Context: an optimization exercise on an open-source flow, tuned for small area and a short achievable clock period. The choices shown serve that exercise and are no tape-out recipe. RTL that was checked went through simulation tests only; none was proved equivalent to the original. No activity file was given, so power comes from the tool's default toggle rates.

// prefetcher
module prefetcher
(
	input wire clk,
	input wire prefetch_counter_reset,
	input wire [31:0] orb,
	input wire [31:0] l2_req_address,
	input wire l2_req_read,
	input wire l2_req_write,
	input wire [255:0] l2_req_wdata,
	output wire [255:0] l2_rsp_rdata,
	output wire l2_rsp_resp,
	output wire [31:0] mem_req_address,
	output wire mem_req_read,
	output wire mem_req_write,
	output wire [255:0] mem_req_wdata,
	input wire [255:0] mem_rsp_rdata,
	input wire mem_rsp_resp,
	input wire cfg_write,
	input wire cfg_wdata_enable,
	input wire [7:0] cfg_wdata_grace_limit,
	output wire cfg_enable,
	output wire [7:0] cfg_grace_limit,
	output wire [15:0] hit_count
);
For scale: about 1,300 flip-flops, ~51,000 sq um of cells after synthesis.
export LEC_CHECK = 0
export CAP_MARGIN = 20
export CORE_AREA = 5 5 395 395
export CTS_BUF_LIST = sky130_fd_sc_hd__clkbuf_16
export CTS_CLUSTER_DIAMETER = 100
export CTS_CLUSTER_SIZE = 24
export DIE_AREA = 0 0 400 400
export PLACE_DENSITY = 0.8
export SETUP_SLACK_MARGIN = 2.5
export SLEW_MARGIN = 20
export SYNTH_HIERARCHICAL = 1
export SYNTH_MINIMUM_KEEP_SIZE = 0
create_clock -name core_clock -period 5.8 [get_ports {clk}]
standard.sh (not shown) runs the stock make flow with config.mk's settings and CLKGATE_MAP_FILE= SYNTH_SCRIPT=/design/flow/synth_recipe.tcl, a recipe that flattens the netlist after the stock synthesis.
==> flow/flow/run.sh <==
#!/bin/bash
# Standard ORFS layout, with plain buffers on the ports instead of the delay
# cells that buffer_ports picks by default. Each ORFS step writes its own log
# under orfs/logs; make's own output goes to make.log.
set -euo pipefail
export BUFFER_PORTS_ARGS="-buffer_cell sky130_fd_sc_hd__buf_1"
export DONT_USE_CELLS="sky130_fd_sc_hd__clkdlybuf4s15_1 sky130_fd_sc_hd__clkdlybuf4s15_2 sky130_fd_sc_hd__clkdlybuf4s18_1 sky130_fd_sc_hd__clkdlybuf4s18_2 sky130_fd_sc_hd__clkdlybuf4s25_1 sky130_fd_sc_hd__clkdlybuf4s25_2 sky130_fd_sc_hd__clkdlybuf4s50_1 sky130_fd_sc_hd__clkdlybuf4s50_2 sky130_fd_sc_hd__dlygate4sd1_1 sky130_fd_sc_hd__dlygate4sd2_1 sky130_fd_sc_hd__dlygate4sd3_1 sky130_fd_sc_hd__dlymetal6s2s_1 sky130_fd_sc_hd__dlymetal6s4s_1 sky130_fd_sc_hd__dlymetal6s6s_1"
export POST_GLOBAL_PLACE_TCL="$PWD/flow/post_gpl.tcl"
bash standard.sh > make.log 2>&1
==> flow/flow/post_gpl.tcl <==
# After global placement: the port buffers of the prefetch and L2 addresses
# each drive several compare gates, so give them a stronger buffer.
foreach inst [[ord::get_db_block] getInsts] {
  set name [$inst getName]
  if { ![string match "input*" $name] } { continue }
  set iterm [$inst findITerm A]
  if { $iterm == "NULL" } { continue }
  set net [$iterm getNet]
  if { $net == "NULL" } { continue }
  set nname [$net getName]
  if { [string match "orb*" $nname] || [string match "l2_req_address*" $nname] } {
    puts "upsizing $name ($nname)"
    replace_cell $name sky130_fd_sc_hd__buf_4
  }
}
Next try:
--- a/flow/flow/run.sh
+++ b/flow/flow/run.sh
@@ -8 +7,0 @@
-export POST_GLOBAL_PLACE_TCL="$PWD/flow/post_gpl.tcl"
--- a/flow/config.mk
+++ b/flow/config.mk
@@ -13,0 +14 @@
+export GPL_ROUTABILITY_DRIVEN = 0
removed: flow/flow/post_gpl.tcl
Effect: Via count rises by 1.3%. Routed wire length falls by 3.7%. Power falls by 0.61%.
Next try:
--- a/flow/flow/run.sh
+++ b/flow/flow/run.sh
@@ -7,0 +8,2 @@
+export POST_GLOBAL_PLACE_TCL="$PWD/flow/post_gpl.tcl"
+export PRE_RESIZE_TCL="$PWD/flow/pre_resize.tcl"
==> flow/flow/post_gpl.tcl (new file) <==
# After global placement: the port buffers of the prefetch and L2 addresses
# each drive several compare gates, so give them a stronger buffer.
foreach inst [[ord::get_db_block] getInsts] {
  set name [$inst getName]
  if { ![string match "input*" $name] } { continue }
  set iterm [$inst findITerm A]
  if { $iterm == "NULL" } { continue }
  set net [$iterm getNet]
  if { $net == "NULL" } { continue }
  set nname [$net getName]
  if { [string match "orb*" $nname] || [string match "l2_req_address*" $nname] } {
    puts "upsizing $name ($nname)"
    replace_cell $name sky130_fd_sc_hd__buf_4
  }
}
==> flow/flow/pre_resize.tcl (new file) <==
# Before the placement repair: cap the fanout, so that the select and enable
# nets that reach many flip-flops are buffered as trees.
set_max_fanout 16 [current_design]
--- a/flow/config.mk
+++ b/flow/config.mk
@@ -14 +13,0 @@
-export GPL_ROUTABILITY_DRIVEN = 0
What happened: The new run ran to the end with no violations. Core utilization goes up by 1.2 points. Total power barely changes. Worst setup slack gains 0.086 ns. Final area came out higher by 3.3%. Register-to-register slack loses 0.16 ns. Synthesized cell count stays the same. Die area is unchanged. Final cell count came out higher by 2.6%. Critical path depth climbs by 3.
Function was not checked in any run of this note: the RTL went through the layout flow alone.

* * *

build 13:
prefetcher, a different RTL version from the one above (not shown whole).
Size: about 1300 flip-flops, roughly 0.050 sq mm of cells after synthesis.
Settings: LEC_CHECK=0, CAP_MARGIN=20, CORE_AREA=5 5 395 395, CTS_BUF_LIST=sky130_fd_sc_hd__clkbuf_16, CTS_CLUSTER_DIAMETER=100, CTS_CLUSTER_SIZE=24, DIE_AREA=0 0 400 400, PLACE_DENSITY=0.8, SETUP_SLACK_MARGIN=2.5, SLEW_MARGIN=20, SYNTH_HIERARCHICAL=1, SYNTH_MINIMUM_KEEP_SIZE=0; clock period 5.8 ns.
==> flow/flow/run.sh <==
#!/bin/bash
# Standard ORFS layout, with plain buffers on the ports instead of the delay
# cells that buffer_ports picks by default. Each ORFS step writes its own log
# under orfs/logs; make's own output goes to make.log.
set -euo pipefail
export BUFFER_PORTS_ARGS="-buffer_cell sky130_fd_sc_hd__buf_1"
export DONT_USE_CELLS="sky130_fd_sc_hd__clkdlybuf4s15_1 sky130_fd_sc_hd__clkdlybuf4s15_2 sky130_fd_sc_hd__clkdlybuf4s18_1 sky130_fd_sc_hd__clkdlybuf4s18_2 sky130_fd_sc_hd__clkdlybuf4s25_1 sky130_fd_sc_hd__clkdlybuf4s25_2 sky130_fd_sc_hd__clkdlybuf4s50_1 sky130_fd_sc_hd__clkdlybuf4s50_2 sky130_fd_sc_hd__dlygate4sd1_1 sky130_fd_sc_hd__dlygate4sd2_1 sky130_fd_sc_hd__dlygate4sd3_1 sky130_fd_sc_hd__dlymetal6s2s_1 sky130_fd_sc_hd__dlymetal6s4s_1 sky130_fd_sc_hd__dlymetal6s6s_1"
export PRE_RESIZE_TCL="$PWD/flow/pre_resize.tcl"
bash standard.sh > make.log 2>&1
==> flow/flow/pre_resize.tcl <==
# Before the placement repair: cap the fanout, so that the select and enable
# nets that reach many flip-flops are buffered as trees.
set_max_fanout 16 [current_design]
Inputs modified between build 13 and build 44:
Settings: swapping 24 for 28 in CTS_CLUSTER_SIZE.
--- a/flow/flow/run.sh
+++ b/flow/flow/run.sh
@@ -7,3 +7,2 @@
 export DONT_USE_CELLS="sky130_fd_sc_hd__clkdlybuf4s15_1 sky130_fd_sc_hd__clkdlybuf4s15_2 sky130_fd_sc_hd__clkdlybuf4s18_1 sky130_fd_sc_hd__clkdlybuf4s18_2 sky130_fd_sc_hd__clkdlybuf4s25_1 sky130_fd_sc_hd__clkdlybuf4s25_2 sky130_fd_sc_hd__clkdlybuf4s50_1 sky130_fd_sc_hd__clkdlybuf4s50_2 sky130_fd_sc_hd__dlygate4sd1_1 sky130_fd_sc_hd__dlygate4sd2_1 sky130_fd_sc_hd__dlygate4sd3_1 sky130_fd_sc_hd__dlymetal6s2s_1 sky130_fd_sc_hd__dlymetal6s4s_1 sky130_fd_sc_hd__dlymetal6s6s_1"
-export PRE_RESIZE_TCL="$PWD/flow/pre_resize.tcl"
 bash standard.sh > make.log 2>&1
removed: flow/flow/pre_resize.tcl
--- outcome ---
Diff build 13 -> build 44: vias per cell now smaller, cell area now smaller, number of global-route vias before repair now smaller. Minimum clock period after layout, build 44 and build 13: larger value in build 13. Compared with build 13, in build 44 power share of the sequential group higher, combinational fraction of design power lower, worst-case setup margin in the final layout higher.
The following lists how build 49 was set up differently from build 44:
Settings: CTS_CLUSTER_SIZE changed from 28 to 24; GPL_ROUTABILITY_DRIVEN newly set to 0.
==> notes.md <==
Overall die area: build 49 vs build 44 identical. Compared build 49 vs build 44, and number of buffers inserted by post-CTS setup repair is down in build 49. For build 44, the capture point of the critical path was l2_rsp_rdata[131], unlike build 49, where it was l2_rsp_rdata[8]. Compared to build 44, build 49 has final period utilization 0.18 points lower. Going from build 44 to build 49, internal power went up 2.0%, total power went up about 2%, register-to-register slack went up 0.08 ns, number of global-route vias before repair went up 162, effective utilization at floorplan held. In terms of overall routing resource usage, build 44 and build 49 differ only marginally.
Input-level comparison between build 85 and build 49:
Settings: CTS_CLUSTER_SIZE changed from 24 to 20; CTS_CLUSTER_DIAMETER changed from 100 to 60.
Results
Number of vias per cell after detailed routing: build 85 vs build 49 up about 0.33%. Diff build 49 -> build 85: aggregate global-route resource usage held steady; synthesized-area fraction occupied by ao, oa, aoi and oai cells about even; power consumption went up. Looking at build 85 and build 49, the sum of routed wire length over all layers is a wash. Build 85 gives more final critical-path share of the clock period than build 49 did. For the portion of the layout cell area used by clock cells, build 85 came in 1.8 points higher than build 49 did.
For build 21, these inputs were changed with respect to build 85:
Settings: swapping 20 for 24 in CTS_CLUSTER_SIZE; swapping 60 for 100 in CTS_CLUSTER_DIAMETER; swapping 0.8 for 0.6 in PLACE_DENSITY.
Notes after the runs:
The lower final instance area came out of build 21. Build 21 and build 85 ended up with nearly the same post-placement cell area. Diff build 85 -> build 21: wire length after detailed routing rose by about 13%; combined area of the multi-input logic cells now sits at about the same level; clock period minus final worst setup slack saw a decrease; detailed-routing iteration count for the pre-antenna-repair pass dropped 1.
Input changes introduced in build 50 (baseline for comparison: build 21):
Settings: a change of PLACE_DENSITY from 0.6 to 0.8; a change of CTS_CLUSTER_DIAMETER from 100 to 200.
Findings:
Summary of build 50 over build 21: non-clock buffer count rose by 6; largest net degree at the start of global routing shrank by 18%; total routed wirelength shrank by 11%; number of antenna violations at the first check in global routing rose by 6. The end-of-flow core utilization was comparable across build 50 and build 21.

==> what the ideal ports hide <==
Ports are ideal in the flow. The routed layouts listed here were re-timed in OpenROAD.
Step 1 sets driving cells, clkbuf_16 on the clock port and buf_2 on the other inputs (assumed; they add their load-dependent delay and slew).
Step 2 moves the port delays by t, midway between the first and last clock arrival at a register: inputs arrive t later, outputs are due t later. That takes back most of the time a late clock gives input paths.
Three values: ideal, step 1, step 2; two values: the first two.
run | t (ns) | setup slack, ns | worst hold slack (ns) | cell pins on the clock port's net
the first run of note 1 | 0.740 | 2.197 / 2.231 / 1.491 | 0.507 / 0.507 / 0.507 | 1
the second run of note 1 | 0.742 | 2.393 / 2.358 / 1.616 | 0.493 / 0.493 / 0.493 | 1
the third run of note 1 | 0.744 | 2.479 / 2.467 / 1.778 | 0.504 / 0.504 / 0.504 | 1
build 13 | 0.736 | 2.425 / 2.360 / 1.779 | 0.489 / 0.489 / 0.489 | 1
build 44 | 0.713 | 2.538 / 2.475 / 1.866 | 0.489 / 0.489 / 0.489 | 1
build 49 | 0.750 | 2.548 / 2.482 / 1.940 | 0.494 / 0.494 / 0.494 | 1
build 85 | 0.754 | 2.514 / 2.454 / 1.905 | 0.491 / 0.491 / 0.491 | 1
build 21 | 0.766 | 2.545 / 2.484 / 1.746 | 0.494 / 0.494 / 0.494 | 1
build 50 | 0.746 | 2.546 / 2.477 / 1.885 | 0.493 / 0.493 / 0.493 | 1
After both steps setup and hold are still met in every run listed. For build 21, which loses most, drivers alone change the setup slack by -0.061 ns; drivers and shift together by -0.799 ns.
